Background: an optimization exercise with open tools, aiming at small area, a short achievable clock period and few clock cycles per item. Do not read the settings as production practice. In this exercise RTL edits were held to simulation tests only and were not proved equivalent to the original.

==> inputs of v19 <==
Design aesEncryptCore, start of the top module:
module aesEncryptCore (
  input  logic    clk,
  input  logic    arstN,
  input  logic    validIn,
  input  aesPkg::aesBlock key,
  input  aesPkg::aesBlock data,
  output aesPkg::aesBlock dataOut,
  output aesPkg::aesBlock keyOut,
  output logic    validOut,
  output logic    busy
);
  aesPkg::aesBlock state;
  aesPkg::aesBlock keyQ;
  logic [7:0]      rcon;
  logic            lastRound;
  logic            busyNext;
  logic            validNext;
  aesPkg::aesBlock roundOut;
  aesPkg::aesBlock keyNext;
  aesPkg::aesBlock keyD;
  aesPkg::aesBlock stateD;
  roundControl i_roundControl (
    .validIn   (validIn),
    .busy      (busy),
    .rcon      (rcon),
    .lastRound (lastRound),
    .busyNext  (busyNext),
    .validNext (validNext)
  );
  keyExpand i_keyExpand (
    .keyQ    (keyQ),
    .rcon    (rcon),
    .keyNext (keyNext)
  );
  roundDatapath i_roundDatapath (
    .state     (state),
    .lastRound (lastRound),
    .roundOut  (roundOut)
  );
  assign keyD        = busy ? keyNext : key;
  assign stateD.flat = (busy ? roundOut.flat : data.flat) ^ keyD.flat;
  always_ff @(posedge clk or negedge arstN) begin
    if (!arstN) begin
      busy     <= 1'b0;
      validOut <= 1'b0;
    end else begin
      busy     <= busyNext;
      validOut <= validNext;
    end
  end
  always_ff @(posedge clk) begin
    rcon  <= busy ? aesPkg::xtime(rcon) : 8'(8'h01);
    keyQ  <= keyD;
    state <= stateD;
  end
  assign dataOut = state;
  assign keyOut  = keyQ;
endmodule
==> module roundDatapath, before the edit <==
module roundDatapath (
  input  aesPkg::aesBlock state,
  input  logic            lastRound,
  output aesPkg::aesBlock roundOut
);
  aesPkg::aesBlock subbed;
  aesPkg::aesBlock shifted;
  for (genvar i = 0; i < 16; i++) begin : gSubBytes
    sBox i_sBox (
      .in  (state.flat[8*i +: 8]),
      .out (subbed.flat[8*i +: 8])
    );
  end
  always_comb begin
    for (int c = 0; c < 4; c++) begin
      for (int r = 0; r < 4; r++) begin
        shifted.cols[c][8*(3-r) +: 8] = subbed.cols[(c+r)%4][8*(3-r) +: 8];
      end
    end
  end
  for (genvar c = 0; c < 4; c++) begin : gMix
    mixColumn i_mixColumn (
      .col  (shifted.cols[c]),
      .skip (lastRound),
      .out  (roundOut.cols[c])
    );
  end
endmodule
==> module mixColumn, before the edit <==
module mixColumn (
  input  aesPkg::aesWord col,
  input  logic           skip,
  output aesPkg::aesWord out
);
  logic [7:0] a [4];
  logic [7:0] d [4];
  logic [7:0] all;
  always_comb begin
    for (int i = 0; i < 4; i++) begin
      a[i] = col[8*(3-i) +: 8];
    end
    for (int i = 0; i < 4; i++) begin
      d[i] = a[i] ^ a[(i+1)%4];
    end
    all = d[0] ^ d[2];
    for (int i = 0; i < 4; i++) begin
      out[8*(3-i) +: 8] = a[i] ^ ((aesPkg::xtime(d[i]) ^ all) & {8{!skip}});
    end
  end
endmodule
==> module aesEncryptCore, before the edit <==
module aesEncryptCore (
  input  logic    clk,
  input  logic    arstN,
  input  logic    validIn,
  input  aesPkg::aesBlock key,
  input  aesPkg::aesBlock data,
  output aesPkg::aesBlock dataOut,
  output aesPkg::aesBlock keyOut,
  output logic    validOut,
  output logic    busy
);
  aesPkg::aesBlock state;
  aesPkg::aesBlock keyQ;
  logic [7:0]      rcon;
  logic            lastRound;
  logic            busyNext;
  logic            validNext;
  aesPkg::aesBlock roundOut;
  aesPkg::aesBlock keyNext;
  aesPkg::aesBlock keyD;
  aesPkg::aesBlock stateD;
  roundControl i_roundControl (
    .validIn   (validIn),
    .busy      (busy),
    .rcon      (rcon),
    .lastRound (lastRound),
    .busyNext  (busyNext),
    .validNext (validNext)
  );
  keyExpand i_keyExpand (
    .keyQ    (keyQ),
    .rcon    (rcon),
    .keyNext (keyNext)
  );
  roundDatapath i_roundDatapath (
    .state     (state),
    .lastRound (lastRound),
    .roundOut  (roundOut)
  );
  assign keyD        = busy ? keyNext : key;
  assign stateD.flat = (busy ? roundOut.flat : data.flat) ^ keyD.flat;
  always_ff @(posedge clk or negedge arstN) begin
    if (!arstN) begin
      busy     <= 1'b0;
      validOut <= 1'b0;
    end else begin
      busy     <= busyNext;
      validOut <= validNext;
    end
  end
  always_ff @(posedge clk) begin
    rcon  <= busy ? aesPkg::xtime(rcon) : 8'(8'h01);
    keyQ  <= keyD;
    state <= stateD;
  end
  assign dataOut = state;
  assign keyOut  = keyQ;
endmodule
clock: 20.0 ns
lec_check: 0
cap_margin: 20
cell_pad_in_sites_detail_placement: 2
cell_pad_in_sites_global_placement: 3
core_margin: 2
core_utilization: 28
place_density: 0.38
slew_margin: 20
synth_hierarchical: 1
run.sh (not shown) runs the stock make flow with config.mk's settings and CLKGATE_MAP_FILE= SYNTH_SCRIPT=/design/flow/synth_recipe.tcl, a recipe that flattens the netlist after the stock synthesis.
==> v14 (differences from v19) <==
--- a/flow/design.v
+++ b/flow/design.v
@@ -200,7 +200,7 @@
   input  aesPkg::aesBlock state,
-  input  logic            lastRound,
-  output aesPkg::aesBlock roundOut
+  input  logic            mixEn,
+  output aesPkg::aesBlock shifted,
+  output aesPkg::aesBlock mixTerm
 );
   aesPkg::aesBlock subbed;
-  aesPkg::aesBlock shifted;
   for (genvar i = 0; i < 16; i++) begin : gSubBytes
@@ -221,4 +221,4 @@
       .col  (shifted.cols[c]),
-      .skip (lastRound),
-      .out  (roundOut.cols[c])
+      .en   (mixEn),
+      .term (mixTerm.cols[c])
     );
@@ -228,4 +228,4 @@
   input  aesPkg::aesWord col,
-  input  logic           skip,
-  output aesPkg::aesWord out
+  input  logic           en,
+  output aesPkg::aesWord term
 );
@@ -233,13 +233,32 @@
   logic [7:0] d [4];
+  logic [7:0] x [4];
+  logic [7:0] termN [4];
   logic [7:0] all;
-  always_comb begin
-    for (int i = 0; i < 4; i++) begin
-      a[i] = col[8*(3-i) +: 8];
-    end
-    for (int i = 0; i < 4; i++) begin
-      d[i] = a[i] ^ a[(i+1)%4];
+  logic       enN;
+  assign enN = !en;
+  for (genvar i = 0; i < 4; i++) begin : gByte
+    assign a[i] = col[8*(3-i) +: 8];
+  end
+  for (genvar i = 0; i < 4; i++) begin : gPair
+    for (genvar k = 0; k < 8; k++) begin : gBit
+      gXor i_d (.a(a[i][k]), .b(a[(i+1)%4][k]), .y(d[i][k]));
     end
-    all = d[0] ^ d[2];
-    for (int i = 0; i < 4; i++) begin
-      out[8*(3-i) +: 8] = a[i] ^ ((aesPkg::xtime(d[i]) ^ all) & {8{!skip}});
+  end
+  for (genvar k = 0; k < 8; k++) begin : gAll
+    gXor i_all (.a(d[0][k]), .b(d[2][k]), .y(all[k]));
+  end
+  for (genvar i = 0; i < 4; i++) begin : gXtime
+    assign x[i][0] = d[i][7];
+    assign x[i][2] = d[i][1];
+    assign x[i][5] = d[i][4];
+    assign x[i][6] = d[i][5];
+    assign x[i][7] = d[i][6];
+    gXor i_x1 (.a(d[i][0]), .b(d[i][7]), .y(x[i][1]));
+    gXor i_x3 (.a(d[i][2]), .b(d[i][7]), .y(x[i][3]));
+    gXor i_x4 (.a(d[i][3]), .b(d[i][7]), .y(x[i][4]));
+  end
+  for (genvar i = 0; i < 4; i++) begin : gTerm
+    for (genvar k = 0; k < 8; k++) begin : gBit
+      gXnor i_t (.a(x[i][k]), .b(all[k]), .y(termN[i][k]));
+      gNor  i_e (.a(termN[i][k]), .b(enN), .y(term[8*(3-i) + k]));
     end
@@ -278,3 +297,5 @@
   logic            validNext;
-  aesPkg::aesBlock roundOut;
+  aesPkg::aesBlock shifted;
+  aesPkg::aesBlock mixTerm;
+  aesPkg::aesBlock base;
   aesPkg::aesBlock keyNext;
@@ -297,7 +318,9 @@
     .state     (state),
-    .lastRound (lastRound),
-    .roundOut  (roundOut)
+    .mixEn     (busy && !lastRound),
+    .shifted   (shifted),
+    .mixTerm   (mixTerm)
   );
   assign keyD        = busy ? keyNext : key;
-  assign stateD.flat = (busy ? roundOut.flat : data.flat) ^ keyD.flat;
+  assign base.flat   = (busy ? shifted.flat : data.flat) ^ keyD.flat;
+  assign stateD.flat = base.flat ^ mixTerm.flat;
   always_ff @(posedge clk or negedge arstN) begin
==> flow/flow/run.sh (new file) <==
#!/bin/bash
# The standard layout, except that the port buffers are the smallest
# plain buffer (buf_1) instead of the delay buffer buffer_ports picks by
# default. Every port still gets its own buffer; the SDC, the clock period
# and every other step are the standard ones.
set -euo pipefail
bash standard.sh synth > synth.log 2>&1
bash standard.sh "BUFFER_PORTS_ARGS=-buffer_cell sky130_fd_sc_hd__buf_1" finish > layout.log 2>&1
==> flow/standard.sh (new file) <==
#!/bin/bash
# synth_recipe.tcl (not shown) runs the flow's synth.tcl, then flattens the netlist and writes it again
# the make line also repeats each setting of config.mk as NAME=value (left out here)
make -C /OpenROAD-flow-scripts/flow DESIGN_CONFIG=/design/flow/config.mk WORK_HOME=/design/flow/orfs CLKGATE_MAP_FILE= SYNTH_SCRIPT=/design/flow/synth_recipe.tcl "${@:-finish}"
--- a/flow/config.mk
+++ b/flow/config.mk
@@ -8,7 +8,7 @@
 export CAP_MARGIN = 20
-export CELL_PAD_IN_SITES_DETAIL_PLACEMENT = 2
-export CELL_PAD_IN_SITES_GLOBAL_PLACEMENT = 3
+export CELL_PAD_IN_SITES_DETAIL_PLACEMENT = 0
+export CELL_PAD_IN_SITES_GLOBAL_PLACEMENT = 0
 export CORE_MARGIN = 2
-export CORE_UTILIZATION = 28
-export PLACE_DENSITY = 0.38
+export CORE_UTILIZATION = 50
+export PLACE_DENSITY = 0.65
 export SLEW_MARGIN = 20
removed: flow/run.sh
==> v21 (differences from v19) <==
--- a/flow/design.v
+++ b/flow/design.v
@@ -200,7 +200,7 @@
   input  aesPkg::aesBlock state,
-  input  logic            lastRound,
-  output aesPkg::aesBlock roundOut
+  input  logic            mixEn,
+  output aesPkg::aesBlock shifted,
+  output aesPkg::aesBlock mixTerm
 );
   aesPkg::aesBlock subbed;
-  aesPkg::aesBlock shifted;
   for (genvar i = 0; i < 16; i++) begin : gSubBytes
@@ -221,4 +221,4 @@
       .col  (shifted.cols[c]),
-      .skip (lastRound),
-      .out  (roundOut.cols[c])
+      .en   (mixEn),
+      .term (mixTerm.cols[c])
     );
@@ -228,4 +228,4 @@
   input  aesPkg::aesWord col,
-  input  logic           skip,
-  output aesPkg::aesWord out
+  input  logic           en,
+  output aesPkg::aesWord term
 );
@@ -233,13 +233,32 @@
   logic [7:0] d [4];
+  logic [7:0] x [4];
+  logic [7:0] termN [4];
   logic [7:0] all;
-  always_comb begin
-    for (int i = 0; i < 4; i++) begin
-      a[i] = col[8*(3-i) +: 8];
-    end
-    for (int i = 0; i < 4; i++) begin
-      d[i] = a[i] ^ a[(i+1)%4];
+  logic       enN;
+  assign enN = !en;
+  for (genvar i = 0; i < 4; i++) begin : gByte
+    assign a[i] = col[8*(3-i) +: 8];
+  end
+  for (genvar i = 0; i < 4; i++) begin : gPair
+    for (genvar k = 0; k < 8; k++) begin : gBit
+      gXor i_d (.a(a[i][k]), .b(a[(i+1)%4][k]), .y(d[i][k]));
     end
-    all = d[0] ^ d[2];
-    for (int i = 0; i < 4; i++) begin
-      out[8*(3-i) +: 8] = a[i] ^ ((aesPkg::xtime(d[i]) ^ all) & {8{!skip}});
+  end
+  for (genvar k = 0; k < 8; k++) begin : gAll
+    gXor i_all (.a(d[0][k]), .b(d[2][k]), .y(all[k]));
+  end
+  for (genvar i = 0; i < 4; i++) begin : gXtime
+    assign x[i][0] = d[i][7];
+    assign x[i][2] = d[i][1];
+    assign x[i][5] = d[i][4];
+    assign x[i][6] = d[i][5];
+    assign x[i][7] = d[i][6];
+    gXor i_x1 (.a(d[i][0]), .b(d[i][7]), .y(x[i][1]));
+    gXor i_x3 (.a(d[i][2]), .b(d[i][7]), .y(x[i][3]));
+    gXor i_x4 (.a(d[i][3]), .b(d[i][7]), .y(x[i][4]));
+  end
+  for (genvar i = 0; i < 4; i++) begin : gTerm
+    for (genvar k = 0; k < 8; k++) begin : gBit
+      gXnor i_t (.a(x[i][k]), .b(all[k]), .y(termN[i][k]));
+      gNor  i_e (.a(termN[i][k]), .b(enN), .y(term[8*(3-i) + k]));
     end
@@ -278,3 +297,5 @@
   logic            validNext;
-  aesPkg::aesBlock roundOut;
+  aesPkg::aesBlock shifted;
+  aesPkg::aesBlock mixTerm;
+  aesPkg::aesBlock base;
   aesPkg::aesBlock keyNext;
@@ -297,7 +318,9 @@
     .state     (state),
-    .lastRound (lastRound),
-    .roundOut  (roundOut)
+    .mixEn     (busy && !lastRound),
+    .shifted   (shifted),
+    .mixTerm   (mixTerm)
   );
   assign keyD        = busy ? keyNext : key;
-  assign stateD.flat = (busy ? roundOut.flat : data.flat) ^ keyD.flat;
+  assign base.flat   = (busy ? shifted.flat : data.flat) ^ keyD.flat;
+  assign stateD.flat = base.flat ^ mixTerm.flat;
   always_ff @(posedge clk or negedge arstN) begin
--- a/flow/config.mk
+++ b/flow/config.mk
@@ -8,7 +8,7 @@
 export CAP_MARGIN = 20
-export CELL_PAD_IN_SITES_DETAIL_PLACEMENT = 2
-export CELL_PAD_IN_SITES_GLOBAL_PLACEMENT = 3
+export CELL_PAD_IN_SITES_DETAIL_PLACEMENT = 0
+export CELL_PAD_IN_SITES_GLOBAL_PLACEMENT = 0
 export CORE_MARGIN = 2
-export CORE_UTILIZATION = 28
-export PLACE_DENSITY = 0.38
+export CORE_UTILIZATION = 65
+export PLACE_DENSITY = 0.8
 export SLEW_MARGIN = 20
==> comparison <==
- Against v14, the area after synthesis of v19 is larger by 1.8%.
- Against v21, the die area of v19 is higher by about 130%.
- Against v21, the fmax of v19 is lower by 7.1%.
- The lowest final cell count belongs to v21, the highest to v19.
- Between v14 and v19, the lower critical path depth is in v14 (gap 1).
Testbench counts of v19, summed over its fixed seeds: cycles 5,640, blocks 512.
Testbench counts of v14, summed over its fixed seeds: cycles 5,640, blocks 512.
Testbench counts of v21, summed over its fixed seeds: cycles 5,640, blocks 512.

## what the ideal ports hide
Ports are ideal in the flow. The routed layouts listed here were re-timed in OpenROAD.
Step 1, drivers: a clkbuf_16 drives clk and a buf_2 each remaining input, both assumed.
Step 2 also shifts input and output timing later by t, the mid clock arrival at the registers, as if the neighbouring blocks saw the same clock.
a / b / c = no drivers / after step 1 / after step 2; a / b = the first two.
run	t, ns	setup slack, ns	hold slack, ns	clock arrival spread, ns	pins driven straight from the clock port
v19	0.698	11.964 / 11.964 / 11.964	0.555 / 0.555 / 0.555	0.039 / 0.039	1
v14	0.625	12.446 / 12.446 / 12.446	0.540 / 0.540 / 0.540	0.029 / 0.029	1
v21	0.623	12.533 / 12.533 / 12.533	0.541 / 0.541 / 0.541	0.020 / 0.020	1
After both steps every run listed still meets setup and hold.
